Background: an optimization exercise with open tools, aiming at small area and a short achievable clock period. Do not read the settings as production practice. Only simulation tests tie the RTL to the original design; equivalence was not proved. Power and IR drop assume default switching activity.

==> flow/design.v <==
module seccpu_port_timer #(
   parameter int WIDTH = 16
) (
   input  logic [WIDTH-1:0] count,
   input  logic             en,
   input  logic             ar,
   input  logic [WIDTH-1:0] load_value,
   input  logic             en_rise,
   input  logic             en_clear_wr,
   output logic [WIDTH-1:0] count_next,
   output logic             expire,
   output logic             en_auto_clear
);
   logic step, zero;
   assign step          = en && !en_clear_wr;
   assign zero          = (count == '0);
   assign expire        = step && zero;
   assign en_auto_clear = expire && !ar;
   always_comb begin
      count_next = count;
      if (en_rise)
         count_next = load_value;
      else if (step) begin
         if (zero) begin
            if (ar) count_next = load_value;
         end else begin
            count_next = count - 1'b1;
         end
      end
   end
endmodule
module seccpu_port_responder #(
   parameter int                    DATA_DEPTH = 9,
   parameter int                    DATA_WIDTH = 16,
   parameter int                    RAM_WORDS  = 256,
   parameter logic [DATA_WIDTH-1:0] ID_VALUE   = 16'h5EC1
) (
   input  logic                  clk,
   input  logic                  reset,
   input  logic [DATA_DEPTH-1:0] data_address,
   input  logic                  read_strobe,
   input  logic                  write_strobe,
   input  logic [DATA_WIDTH-1:0] data_wr,
   output logic [DATA_WIDTH-1:0] data_rd,
   output logic                  intr
);
   localparam int CTRL_EN  = 0;
   localparam int CTRL_AR  = 1;
   localparam int CTRL_TIE = 2;
   localparam int CTRL_BIE = 3;
   localparam int STAT_TEV  = 0;
   localparam int STAT_BERR = 1;
   logic        a_ram, a_per;
   logic        s_ctrl, s_tload, s_tcount, s_status, s_scratch, s_erraddr, s_id;
   logic        mapped, rd_ok, wr_ok, rd_ram, wr_ram, berr_set, ctrl_wr, status_wr;
   logic [15:0] hi_n, hi_wn, lo_wn;
   logic        rd_per, rdo;
   assign a_ram = !data_address[8];
   assign a_per = (data_address[8:4] == 5'b11111) && !data_address[3];
   assign s_ctrl    = a_per && (data_address[2:0] == 3'd0);
   assign s_tload   = a_per && (data_address[2:0] == 3'd1);
   assign s_tcount  = a_per && (data_address[2:0] == 3'd2);
   assign s_status  = a_per && (data_address[2:0] == 3'd3);
   assign s_scratch = a_per && (data_address[2:0] == 3'd4);
   assign s_erraddr = a_per && (data_address[2:0] == 3'd5);
   assign s_id      = a_per && (data_address[2:0] == 3'd7);
   assign mapped    = a_ram || (a_per && (data_address[2:0] != 3'd6));
   assign rd_ok     = read_strobe && !write_strobe;
   assign wr_ok     = write_strobe && !read_strobe;
   assign rd_ram    = rd_ok && a_ram;
   assign wr_ram    = wr_ok && a_ram;
   assign berr_set  = (read_strobe || write_strobe) &&
                      (!mapped || (read_strobe && write_strobe));
   assign ctrl_wr   = wr_ok && s_ctrl;
   assign status_wr = wr_ok && s_status;
   logic [7:0]       a_c;
   logic [3:0][15:0] lo_q_n;
   for (genvar i = 0; i < 8; i++) begin : g_lit
      sp_inv u_inv (.a(data_address[i]), .y(a_c[i]));
   end
   for (genvar i = 0; i < 16; i++) begin : g_pdec
      sp_nand4 u_hi (.a(i[3] ? data_address[7] : a_c[7]),
                     .b(i[2] ? data_address[6] : a_c[6]),
                     .c(i[1] ? data_address[5] : a_c[5]),
                     .d(i[0] ? data_address[4] : a_c[4]), .y(hi_n[i]));
      for (genvar q = 0; q < 4; q++) begin : g_q
         sp_nand4 u_lo (.a(i[3] ? data_address[3] : a_c[3]),
                        .b(i[2] ? data_address[2] : a_c[2]),
                        .c(i[1] ? data_address[1] : a_c[1]),
                        .d(i[0] ? data_address[0] : a_c[0]),
                        .y(lo_q_n[q][i]));
      end
   end
   always_comb begin
      for (int i = 0; i < 16; i++) begin
         hi_wn[i] = !(wr_ram && (data_address[7:4] == 4'(i)));
         lo_wn[i] = !(data_address[3:0] == 4'(i));
      end
   end
   logic [RAM_WORDS-1:0][DATA_WIDTH-1:0] mem;
   logic [RAM_WORDS-1:0]                 wl, we;
   for (genvar w = 0; w < RAM_WORDS; w++) begin : g_word
      sp_nor2 u_wl (.a(hi_n[w/16]),  .b(lo_q_n[w/64][w%16]), .y(wl[w]));
      sp_nor2 u_we (.a(hi_wn[w/16]), .b(lo_wn[w%16]), .y(we[w]));
      always_ff @(posedge clk) begin
         if (we[w]) mem[w] <= data_wr;
      end
   end
   logic                  en_rise, en_clear_wr, tev_set, en_auto_clear;
   logic [3:0]            ctrl_reg, ctrl_next;
   logic [1:0]            status_reg, status_next;
   logic [DATA_WIDTH-1:0] tload_reg, scratch_reg, erraddr_reg;
   logic [DATA_WIDTH-1:0] tcount_reg, tcount_next;
   logic [DATA_WIDTH-1:0] reg_rdata, rd_other, data_rd_reg, data_rd_next;
   logic                  intr_reg;
   assign en_rise     = ctrl_wr && data_wr[CTRL_EN] && !ctrl_reg[CTRL_EN];
   assign en_clear_wr = ctrl_wr && !data_wr[CTRL_EN];
   seccpu_port_timer #(.WIDTH(DATA_WIDTH)) u_timer (
      .count         (tcount_reg),
      .en            (ctrl_reg[CTRL_EN]),
      .ar            (ctrl_reg[CTRL_AR]),
      .load_value    (tload_reg),
      .en_rise       (en_rise),
      .en_clear_wr   (en_clear_wr),
      .count_next    (tcount_next),
      .expire        (tev_set),
      .en_auto_clear (en_auto_clear)
   );
   always_comb begin
      ctrl_next = ctrl_reg;
      if (ctrl_wr) ctrl_next = data_wr[3:0];
      else if (en_auto_clear) ctrl_next[CTRL_EN] = 1'b0;
      status_next = status_reg & ~(status_wr ? data_wr[1:0] : 2'b00);
      if (tev_set)  status_next[STAT_TEV]  = 1'b1;
      if (berr_set) status_next[STAT_BERR] = 1'b1;
   end
   assign reg_rdata = ({DATA_WIDTH{s_ctrl}}    & DATA_WIDTH'(ctrl_reg))   |
                      ({DATA_WIDTH{s_tload}}   & tload_reg)               |
                      ({DATA_WIDTH{s_tcount}}  & tcount_reg)              |
                      ({DATA_WIDTH{s_status}}  & DATA_WIDTH'(status_reg)) |
                      ({DATA_WIDTH{s_scratch}} & scratch_reg)             |
                      ({DATA_WIDTH{s_erraddr}} & erraddr_reg)             |
                      ({DATA_WIDTH{s_id}}      & ID_VALUE);
   assign rd_per   = rd_ok && !a_ram;
   assign rd_other = ({DATA_WIDTH{rd_per}} & reg_rdata) |
                     ({DATA_WIDTH{!rd_ok}} & data_rd_reg);
   assign rdo      = rd_ram;
   for (genvar b = 0; b < DATA_WIDTH; b++) begin : g_rd
      logic [RAM_WORDS-1:0] col;
      for (genvar w = 0; w < RAM_WORDS; w++) begin : g_col
         assign col[w] = mem[w][b];
      end
      sp_rdtree u_tree (.sel(wl), .dat(col), .other(rd_other[b]),
                        .en_n(!(rdo || rd_other[b])), .y(data_rd_next[b]));
   end
   always_ff @(posedge clk or posedge reset) begin
      if (reset) begin
         ctrl_reg    <= '0;
         tload_reg   <= '1;
         tcount_reg  <= '0;
         status_reg  <= '0;
         scratch_reg <= '0;
         erraddr_reg <= '0;
         data_rd_reg <= '0;
         intr_reg    <= 1'b0;
      end else begin
         ctrl_reg   <= ctrl_next;
         tcount_reg <= tcount_next;
         status_reg <= status_next;
         intr_reg   <= (status_reg[STAT_TEV]  & ctrl_reg[CTRL_TIE]) |
                       (status_reg[STAT_BERR] & ctrl_reg[CTRL_BIE]);
         if (wr_ok && s_tload)   tload_reg   <= data_wr;
         if (wr_ok && s_scratch) scratch_reg <= data_wr;
         if (berr_set && !status_reg[STAT_BERR])
            erraddr_reg <= DATA_WIDTH'(data_address);
         data_rd_reg <= data_rd_next;
      end
   end
   assign data_rd = data_rd_reg;
   assign intr    = intr_reg;
endmodule
module sp_rdtree (
   input  logic [255:0] sel,
   input  logic [255:0] dat,
   input  logic         other,
   input  logic         en_n,
   output logic         y
);
   logic [31:0] u;    
   logic [7:0]  v;    
   logic [1:0]  w;    
   logic        x_n;  
   for (genvar j = 0; j < 32; j++) begin : g_l1
      sp_grp8 u_g (.s(sel[8*j +: 8]), .d(dat[8*j +: 8]), .y(u[j]));
   end
   for (genvar i = 0; i < 8; i++) begin : g_l2
      sp_nor4 u_g (.a(u[4*i]), .b(u[4*i+1]), .c(u[4*i+2]), .d(u[4*i+3]),
                   .y(v[i]));
   end
   for (genvar h = 0; h < 2; h++) begin : g_l3
      sp_nand4 u_g (.a(v[4*h]), .b(v[4*h+1]), .c(v[4*h+2]), .d(v[4*h+3]),
                    .y(w[h]));
   end
   sp_nor2    u_l4 (.a(w[0]), .b(w[1]), .y(x_n));
   sp_o21bai  u_l5 (.a1(x_n), .a2(en_n), .b1_n(other), .y(y));
endmodule
module sp_grp8 (input logic [7:0] s, input logic [7:0] d, output logic y);
   assign y = |(s & d);
endmodule
module sp_inv (input logic a, output logic y);
   assign y = !a;
endmodule
module sp_nand4 (input logic a, b, c, d, output logic y);
   assign y = !(a && b && c && d);
endmodule
module sp_nor4 (input logic a, b, c, d, output logic y);
   assign y = !(a || b || c || d);
endmodule
module sp_o21bai (input logic a1, a2, b1_n, output logic y);
   assign y = !((a1 || a2) && !b1_n);
endmodule
module sp_nor2 (input logic a, b, output logic y);
   assign y = !(a || b);
endmodule
clock: 6.0 ns
lec_check: 0
cap_margin: 20
core_margin: 2
core_utilization: 60
cts_cluster_diameter: 60
cts_cluster_size: 20
place_density: 0.7
setup_slack_margin: 3.2
slew_margin: 20
synth_hierarchical: 1
synth_memory_max_bits: 4096
synth_minimum_keep_size: 0
tns_end_percent: 5
run.sh (not shown) runs the stock make flow with config.mk's settings and CLKGATE_MAP_FILE= SYNTH_SCRIPT=/design/flow/synth_recipe.tcl, a recipe that flattens the netlist after the stock synthesis.
Next try:
- CAP_MARGIN: 20 -> 10
- SETUP_SLACK_MARGIN: 3.2 -> 3.0
- SLEW_MARGIN: 20 -> 10
Critical path depth went up by 1.
Setup slack improved by 0.088 ns.
Cell count falls by about 1.6%.
Synthesized cell count stays the same.
Routed wire length decreases by 2.9%.
Sequential cell count stays the same.
Combinational power shrinks by about 5%.
Power shrinks by 2.8%.

==> afterwards: timing with drivers on the ports <==
In the flow no input, the clock included, has a driving cell. The finished layouts below were timed again as built, in two steps.
Step 1, drivers: a clkbuf_16 drives clk and a buf_2 each remaining input, both assumed.
Step 2 moves the port delays by t, midway between the first and last clock arrival at a register: inputs arrive t later, outputs are due t later. That takes back most of the time a late clock gives input paths.
a / b / c = ideal ports / drivers / drivers and shift; a / b = the first two.
| run | t (ns) | setup slack, ns | worst register clock-pin slew, ns | worst slew at a driven data input, ns | cell pins on the clock port's net |
|---|---|---|---|---|---|
| the first run | 1.038 | 2.324 / 2.306 / 1.267 | 0.09 / 0.09 | 0.18 | 1 |
| the second run | 0.994 | 2.412 / 2.421 / 1.427 | 0.09 / 0.09 | 0.15 | 1 |
After both steps every run listed still meets setup and hold. For the first run, which loses most, drivers alone change the setup slack by -0.018 ns; drivers and shift together by -1.057 ns.
